This design comes from an exercise in tuning for small area, a short achievable clock period and few clock cycles per item on the open sky130 flow, not from production work. RTL that was checked went through simulation tests only; none was proved equivalent to the original.

==> wip/maple: inputs <==
## point_set_zscore_normalizer_core
module point_set_zscore_normalizer_core
(
    input  logic                      clk,
    input  logic                      rst_n,
    input  logic                      in_valid,
    output logic                      in_stall,
    input  logic signed [COORD_W-1:0] point_x,
    input  logic signed [COORD_W-1:0] point_y,
    input  logic                      end_of_set,
    output logic                      out_valid,
    input  logic                      out_stall,
    output logic signed [OUT_W-1:0]   norm_x,
    output logic signed [OUT_W-1:0]   norm_y,
    output logic [1:0]                status,
    output logic                      last
);
    logic [1:0]  iq_cnt;
    logic [20:0] iq0, iq1;        
    logic        in_stall_r;
    logic        push, pop;
    logic [1:0]  iq_cnt_nxt;
    assign in_stall   = in_stall_r;
    assign push       = in_valid && !in_stall_r;
    assign iq_cnt_nxt = iq_cnt + {1'b0, push} - {1'b0, pop};
    always_ff @(posedge clk or negedge rst_n)
    begin
        if (!rst_n)
        begin
            iq_cnt     <= '0;
            in_stall_r <= 1'b0;
        end
        else
        begin
            iq_cnt     <= iq_cnt_nxt;
            in_stall_r <= iq_cnt_nxt == 2'd2;
  ...
==> module pszn_scale_step, before the edit <==
module pszn_scale_step
(
    input  logic [RW-1:0] z,
    input  logic [RW-1:0] v,
    input  logic [36:0]   b,
    output logic [RW-1:0] z_nxt,
    output logic [RW-1:0] v_nxt,
    output logic          bit_now
);
    logic [RW-1:0] bx, b4, vop;
    assign bit_now = !z[RW-1];
    assign bx      = RW'(b);
    assign b4      = RW'({b, 2'b00});
    assign vop     = bit_now ? ~v : v;
    assign z_nxt   = {z[RW-3:0], 2'b00} + ~bx + vop + (bit_now ? RW'(2) : RW'(1));
    logic [RW-1:0] bop;
    assign bop     = bit_now ? b4 : ~b4;
    assign v_nxt   = {v[RW-2:0], 1'b0} + bop + RW'(!bit_now);
endmodule
Settings: LEC_CHECK=0, ABC_CLOCK_PERIOD_IN_PS=5000, CAP_MARGIN=20, CORE_MARGIN=2, CORE_UTILIZATION=40, SETUP_SLACK_MARGIN=4.8, SLEW_MARGIN=20; clock period 10.0 ns.
run.sh (not shown) runs the stock make flow with config.mk's settings and CLKGATE_MAP_FILE= SYNTH_SCRIPT=/design/flow/synth_recipe.tcl, a recipe that flattens the netlist after the stock synthesis.
==> wip/sierra (differences from wip/maple) <==
--- a/flow/design.v
+++ b/flow/design.v
@@ -60,7 +60,5 @@
     assign vop     = bit_now ? ~v : v;
     assign z_nxt   = {z[RW-3:0], 2'b00} + ~bx + vop + (bit_now ? RW'(2) : RW'(1));
-    logic [RW-1:0] bop;
-    assign bop     = bit_now ? b4 : ~b4;
-    assign v_nxt   = {v[RW-2:0], 1'b0} + bop + RW'(!bit_now);
+    assign v_nxt   = bit_now ? ({v[RW-2:0], 1'b0} + b4) : ({v[RW-2:0], 1'b0} - b4);
 endmodule
 module pszn_mul_cs #(
SETUP_SLACK_MARGIN = 4.5   (was 4.8)
==> wip/fjord (differences from wip/maple) <==
ABC_CLOCK_PERIOD_IN_PS = 4500   (was 5000)
SETUP_SLACK_MARGIN = 4.9   (was 4.8)
==> wip/violet (differences from wip/maple) <==
SETUP_SLACK_MARGIN = 4.5   (was 4.8)
==> comparison table <==
Status: wip/violet complete, no violations; wip/maple complete, no violations; wip/sierra complete, no violations; wip/fjord complete, no violations
Post-route core utilization: wip/violet 44.5%; wip/maple 44.6%; wip/sierra 44.6%; wip/fjord 44.7%
Area of combinational cells with multiple inputs: wip/violet 117000 um^2; wip/maple 117000 um^2; wip/sierra 118000 um^2; wip/fjord 117000 um^2
Post-route fraction of the period consumed by the critical path: wip/violet 53.4%; wip/maple 50.2%; wip/sierra 52.7%; wip/fjord 49.8%
Rel. slew slack: wip/violet 11.1%; wip/maple 14.9%; wip/sierra 20.7%; wip/fjord 18.5%
Final-layout clock buffer total: wip/violet 630; wip/maple 624; wip/sierra 594; wip/fjord 616
Count of plain and timing-repair buffers: wip/violet 258; wip/maple 274; wip/sierra 302; wip/fjord 337
Layout Cell Area excl Fill: wip/violet 258000 um^2; wip/maple 259000 um^2; wip/sierra 259000 um^2; wip/fjord 259000 um^2
Worst reg2reg path startpoint: wip/violet u_zy[60]$_DFF_P_; wip/maple u_n[1]$_DFFE_PN_; wip/sierra u_by[0]$_DFFE_PP_; wip/fjord u_n[2]$_DFFE_PN_
Xor-xnor portion of the synthesized cell area: wip/violet 4.19%; wip/maple 4.19%; wip/sierra 4.36%; wip/fjord 4.19%
Initial DRC Count: wip/violet 9491; wip/maple 9064; wip/sierra 9031; wip/fjord 9428
Initial cell density of the core: wip/violet 40.1%; wip/maple 40.1%; wip/sierra 40.2%; wip/fjord 40.1%
Detailed-routing iteration count for the pre-antenna-repair pass: wip/violet 6; wip/maple 6; wip/sierra 6; wip/fjord 8
Testbench counts of wip/maple, summed over its fixed seeds: cycles 3,094, items 2,044.
Testbench counts of wip/sierra, summed over its fixed seeds: cycles 3,094, items 2,044.
Testbench counts of wip/fjord, summed over its fixed seeds: cycles 3,094, items 2,044.
Testbench counts of wip/violet, summed over its fixed seeds: cycles 3,094, items 2,044.

---

==> build 60: inputs <==
point_set_zscore_normalizer_core, a different RTL version from the one above (not shown whole).
==> flow/design.v (excerpt) <==
module point_set_zscore_normalizer_core
(
    input  logic                      clk,
    input  logic                      rst_n,
    input  logic                      in_valid,
    output logic                      in_stall,
    input  logic signed [COORD_W-1:0] point_x,
    input  logic signed [COORD_W-1:0] point_y,
    input  logic                      end_of_set,
    output logic                      out_valid,
    input  logic                      out_stall,
    output logic signed [OUT_W-1:0]   norm_x,
    output logic signed [OUT_W-1:0]   norm_y,
    output logic [1:0]                status,
    output logic                      last
);
make LEC_CHECK=0 ABC_CLOCK_PERIOD_IN_PS=4000 CAP_MARGIN=20 CORE_MARGIN=2 CORE_UTILIZATION=40 SETUP_SLACK_MARGIN=5 SLEW_MARGIN=20 finish   # period 10.0 ns
==> inputs of build 4, as changes to build 60 <==
--- a/flow/design.v
+++ b/flow/design.v
@@ -3,13 +3,13 @@
     localparam int MAX_POINTS = 64;
     localparam int FRAC_BITS  = 12;
     localparam int COORD_W    = 10;
     localparam int OUT_W      = 16;
     localparam int TF   = 26;
     localparam int TW   = TF + 12;   
-    localparam int RW   = 62;        
+    localparam int RW   = 57;        
     localparam int PW   = TF + 15;   
 endpackage
 `timescale 1ns / 1ps
 module pszn_ring #(
     parameter int WIDTH = 20,
     parameter int DEPTH = 64
@@ -31,38 +31,39 @@
 `timescale 1ns / 1ps
 import pszn_pkg::*;
 module pszn_scale_step
 (
     input  logic [RW-1:0] r,
     input  logic [RW-1:0] tr,
-    input  logic [36:0]   b,
+    input  logic [30:0]   d,
+    input  logic [1:0]    vbits,
     output logic [RW-1:0] r_nxt,
     output logic [RW-1:0] tr_nxt,
     output logic          bit_nxt
 );
     logic [RW-1:0] r4;
     logic [RW:0]   diff;
     logic [RW-1:0] t_one, t_zero;
-    assign r4      = {r[RW-3:0], 2'b00};
+    assign r4      = {r[RW-3:0], vbits};
     assign diff    = {1'b0, r4} - {1'b0, tr};
     assign bit_nxt = ~diff[RW];
-    assign t_one   = {tr[RW-2:0], 1'b0} + RW'({b, 1'b0}) + RW'(b);
-    assign t_zero  = {tr[RW-2:0], 1'b0} - RW'(b);
+    assign t_one   = {tr[RW-2:0], 1'b0} + RW'({d, 1'b0}) + RW'(d);
+    assign t_zero  = {tr[RW-2:0], 1'b0} - RW'(d);
     assign r_nxt   = bit_nxt ? diff[RW-1:0] : r4;
     assign tr_nxt  = bit_nxt ? t_one : t_zero;
 endmodule
 `timescale 1ns / 1ps
 module pszn_check
 (
     input  logic        clk,
     input  logic        rst_n,
     input  logic        start,
     input  logic [15:0] e_mag,
     input  logic [14:0] m_low,
     input  logic [6:0]  n,
-    input  logic [36:0] b,
+    input  logic [30:0] d,
     output logic        busy,
     output logic        done,
     output logic        inc
 );
     logic [69:0] acc;
     logic [39:0] mx;
@@ -94,13 +95,13 @@
             end
             else if (busy)
             begin
                 cnt <= cnt + 5'd1;
                 if (cnt == 5'd31)
                 begin
-                    if (op == 3'd3)
+                    if (op == 3'd4)
                     begin
                         busy <= 1'b0;
                         done <= 1'b1;
                     end
                     else
                     begin
@@ -134,14 +135,19 @@
                         rr <= acc_nxt[37:0];
                         mx <= {24'd0, a};
                         my <= {16'd0, a};
                     end
                     3'd2:
                     begin
-                        mx <= {3'd0, b};
-                        my <= acc_nxt[31:0];
+                        mx <= acc_nxt[39:0];
+                        my <= {25'd0, n};
+                    end
+                    3'd3:
+                    begin
+                        mx <= acc_nxt[39:0];
+                        my <= {1'b0, d};
                     end
                     default:
                     begin
                         inc <= acc_nxt <= {8'd0, rr, 24'd0};
                     end
                 endcase
@@ -374,27 +380,27 @@
     end
     logic [1:0]             dv;           
     logic [1:0]             rv;           
     logic [1:0][6:0]        d_n;
     logic [1:0][16:0]       d_sx, d_sy;
     logic [1:0][TW-1:0]     d_tx, d_ty;
-    logic [1:0][36:0]       d_bx, d_by;
+    logic [1:0][30:0]       d_dx, d_dy;
     logic [1:0]             d_zx, d_zy;
     logic [1:0][1:0]        d_st;
-    localparam logic [2:0] U_IDLE = 3'd0, U_PX = 3'd1, U_PY = 3'd2, U_BY = 3'd3,
+    localparam logic [2:0] U_IDLE = 3'd0, U_PX = 3'd1, U_PY = 3'd2, U_DY = 3'd3,
                            U_REC = 3'd4, U_DONE = 3'd5;
     logic [2:0]         u_st;
+    logic [5:0]         u_k;
     logic               u_ws;            
     logic [6:0]         u_n;
     logic               u_drop;
     logic signed [16:0] u_sx, u_sy;
     logic [31:0]        u_pq;
     logic [33:0]        u_ps;
     logic [30:0]        u_dx, u_dy;
-    logic [36:0]        u_bx, u_by;
-    logic [5:0]         u_kx, u_ky;      
+    logic [6:0]         u_g;              
     logic [RW-1:0]      u_rx, u_tx, u_ry, u_ty;
     logic [TW-1:0]      u_xx, u_xy;
     logic [6:0]         mul_n;
     logic [24:0]        mul_q;
     logic signed [16:0] mul_s;
     logic [30:0]        d_sub;
@@ -406,77 +412,74 @@
     logic [31:0]        d_diff;
     assign mul_pq = mul_n * mul_q;
     assign mul_ps = mul_s * mul_s;
     assign d_diff = u_pq - u_ps[31:0];
     assign d_sub  = d_diff[30:0];
     assign cs_take = (u_st == U_PY);
-    logic [30:0] mb_d;
-    logic [36:0] mb;
-    assign mb_d = (u_st == U_PY) ? u_dx : u_dy;
-    assign mb   = u_n * mb_d;
-    logic [3:0] mb_k;
-    always_comb
-    begin
-        mb_k = '0;
-        for (int i = 1; i < 15; i++)
-        begin
-            if (mb_d[2*i] || mb_d[2*i+1])
-                mb_k = 4'(i);
-        end
-        if (mb_d[30])
-            mb_k = 4'd15;
-    end
-    logic [RW-1:0] mb_r;
-    assign mb_r = RW'({30'd0, u_n - 7'd1}) << {mb_k, 1'b0};
+    logic [7:0] g1, g2;
+    logic       gb1, gb0;
+    logic [6:0] g_r1, g_r2;
+    assign g1   = {u_g, 1'b0};
+    assign gb1  = g1 >= {1'b0, u_n};
+    assign g_r1 = gb1 ? 7'(g1 - {1'b0, u_n}) : g1[6:0];
+    assign g2   = {g_r1, 1'b0};
+    assign gb0  = g2 >= {1'b0, u_n};
+    assign g_r2 = gb0 ? 7'(g2 - {1'b0, u_n}) : g2[6:0];
     logic [RW-1:0] rx_nxt, tx_nxt, ry_nxt, ty_nxt;
     logic          bx_nxt, by_nxt;
     pszn_scale_step u_stepx (
         .r       (u_rx),
         .tr      (u_tx),
-        .b       (u_bx),
+        .d       (u_dx),
+        .vbits   ({gb1, gb0}),
         .r_nxt   (rx_nxt),
         .tr_nxt  (tx_nxt),
         .bit_nxt (bx_nxt)
     );
     pszn_scale_step u_stepy (
         .r       (u_ry),
         .tr      (u_ty),
-        .b       (u_by),
+        .d       (u_dy),
+        .vbits   ({gb1, gb0}),
         .r_nxt   (ry_nxt),
         .tr_nxt  (ty_nxt),
         .bit_nxt (by_nxt)
     );
     logic u_few, u_zx, u_zy;
     assign u_few = u_n < 7'd2;
     assign u_zx  = u_few || (u_dx == '0);
     assign u_zy  = u_few || (u_dy == '0);
-    logic step_x, step_y;
-    assign step_x = (u_st == U_BY || u_st == U_REC) && (u_kx != '0);
-    assign step_y = (u_st == U_REC) && (u_ky != '0);
     always_ff @(posedge clk or negedge rst_n)
     begin
         if (!rst_n)
         begin
             u_st <= U_IDLE;
+            u_k  <= '0;
             u_ws <= 1'b0;
         end
         else
         begin
             case (u_st)
                 U_IDLE:
                     if (cs_v)
                         u_st <= U_PX;
                 U_PX:
                     u_st <= U_PY;
                 U_PY:
-                    u_st <= U_BY;
-                U_BY:
+                    u_st <= U_DY;
+                U_DY:
+                begin
                     u_st <= U_REC;
+                    u_k  <= '0;
+                end
                 U_REC:
-                    if ((u_kx == 6'd0 || u_kx == 6'd1) && (u_ky == 6'd0 || u_ky == 6'd1))
+                begin
+                    u_k <= u_k + 6'd1;
+                    if (u_k == 6'(TW - 1))
                         u_st <= U_DONE;
+                end
                 U_DONE:
                     if (!dv[u_ws])
                     begin
                         u_st <= U_IDLE;
                         u_ws <= !u_ws;
                     end
@@ -503,58 +506,51 @@
                 u_pq <= mul_pq;
                 u_ps <= mul_ps;
             end
             U_PY:
             begin
                 u_dy <= d_sub;
-                u_bx <= mb;
-                u_tx <= RW'(mb);
-                u_rx <= mb_r;
-                u_kx <= 6'(TW) - {2'd0, mb_k};
-                u_xx <= '0;
             end
-            U_BY:
+            U_DY:
             begin
-                u_by <= mb;
-                u_ty <= RW'(mb);
-                u_ry <= mb_r;
-                u_ky <= 6'(TW) - {2'd0, mb_k};
+                u_g  <= u_n - 7'd1;
+                u_rx <= '0;
+                u_ry <= '0;
+                u_tx <= RW'(u_dx);
+                u_ty <= RW'(u_dy);
+                u_xx <= '0;
                 u_xy <= '0;
             end
+            U_REC:
+            begin
+                u_g  <= g_r2;
+                u_rx <= rx_nxt;
+                u_tx <= tx_nxt;
+                u_ry <= ry_nxt;
+                u_ty <= ty_nxt;
+                u_xx <= {u_xx[TW-2:0], bx_nxt};
+                u_xy <= {u_xy[TW-2:0], by_nxt};
+            end
             default:
             begin
             end
         endcase
-        if (step_x)
-        begin
-            u_rx <= rx_nxt;
-            u_tx <= tx_nxt;
-            u_xx <= {u_xx[TW-2:0], bx_nxt};
-            u_kx <= u_kx - 6'd1;
-        end
-        if (step_y)
-        begin
-            u_ry <= ry_nxt;
-            u_ty <= ty_nxt;
-            u_xy <= {u_xy[TW-2:0], by_nxt};
-            u_ky <= u_ky - 6'd1;
-        end
     end
     logic desc_we;
     assign desc_we = (u_st == U_DONE) && !dv[u_ws];
     always_ff @(posedge clk)
     begin
         if (desc_we)
         begin
             d_n[u_ws]  <= u_n;
             d_sx[u_ws] <= u_sx;
             d_sy[u_ws] <= u_sy;
             d_tx[u_ws] <= u_xx;
             d_ty[u_ws] <= u_xy;
-            d_bx[u_ws] <= u_bx;
-            d_by[u_ws] <= u_by;
+            d_dx[u_ws] <= u_dx;
+            d_dy[u_ws] <= u_dy;
             d_zx[u_ws] <= u_zx;
             d_zy[u_ws] <= u_zy;
             if (u_few)
                 d_st[u_ws] <= 2'd1;
             else if (u_drop)
                 d_st[u_ws] <= 2'd3;
@@ -625,13 +621,13 @@
         .clk   (clk),
         .rst_n (rst_n),
         .start (sl_st == SL_GO),
         .e_mag (sl_axis ? p4_ey : p4_ex),
         .m_low (sl_axis ? p4_my : p4_mx),
         .n     (d_n[p4_s]),
-        .b     (sl_axis ? d_by[p4_s] : d_bx[p4_s]),
+        .d     (sl_axis ? d_dy[p4_s] : d_dx[p4_s]),
         .busy  (chk_busy),
         .done  (chk_done),
         .inc   (chk_inc)
     );
     always_ff @(posedge clk or negedge rst_n)
     begin
==> flow/config.mk (replaced) <==
export PLATFORM = sky130hd
export DESIGN_NAME = point_set_zscore_normalizer_core
export DESIGN_NICKNAME = point_set_zscore_normalizer_core
export VERILOG_FILES = /design/flow/design.v
export SDC_FILE = /design/flow/constraint.sdc
export NUM_CORES = 4
export LEC_CHECK = 0
export CAP_MARGIN = 20
export CORE_MARGIN = 2
export CORE_UTILIZATION = 40
export SLEW_MARGIN = 20
==> comparison table <==
item	build 4	build 60
Result of the run	no timing/DRC/antenna violations	no timing/DRC/antenna violations
Reg-to-reg critical path startpoint	u_n[0]$_DFF_P_	p0_s$_DFFE_PP_
Unique masters post-synth	102	118
Slew at the pin closest to its max-slew limit	1140 ps	1240 ps
Final Skew	98.9 ps	77.1 ps
Count of plain and timing-repair buffers	195	1132
Diode insertion count for antenna repair	11	7
Detailed-routed wire length on met2	212000 um	247000 um
Critical path data arrival time	9380 ps	7720 ps
Number of standard-cell rows in the floorplan	254	264
Seq cells	3154	3271
Slew HR	23.7%	17.3%
Clock buffers	466	486
Hold wc startpoint	u_ring.stages[123]$_DFF_P_	u_ring.stages[690]$_DFF_P_
Wire length of the first global-routing pass	724000 um	844000 um
Met3 track utilization from global routing	2.44%	2.19%
Crit path buffers/inverters	2	6
Number of gates on the worst path with buffers counted	32	28
Testbench counts of build 4, summed over its fixed seeds: cycles 5,262, items 2,044.
No functional check of the RTL was part of build 60.

[port drivers added, routing unchanged]
The results above use ideal ports. As a check the final layouts listed here were re-extracted and re-timed, cells and wires unchanged. Step 1 assumes that a clkbuf_16 drives the clock port and a buf_2 every other input. Step 2 times the ports against the registers' clock, not the clock port: input delays grow and output delays shrink by t, the midpoint of the rising clock arrivals with the driver on. Slacks: ideal / step 1 / step 2; pairs: ideal / step 1.
run	shift t [ns]	setup slack, ns	worst data-port slew with drivers (ns)
wip/maple	1.139	4.984 / 4.984 / 4.565	0.13
wip/sierra	1.120	4.725 / 4.725 / 4.357	0.05
wip/fjord	1.115	5.019 / 5.019 / 4.186	0.09
wip/violet	1.128	4.665 / 4.665 / 4.529	0.12
build 60	1.071	3.027 / 3.027 / 3.027	0.05
build 4	1.069	1.263 / 1.263 / 1.263	0.14
After both steps every run listed still meets setup and hold. The setup slack of wip/fjord, which loses most, moves by 0.000 ns with the drivers and by -0.833 ns with both steps.
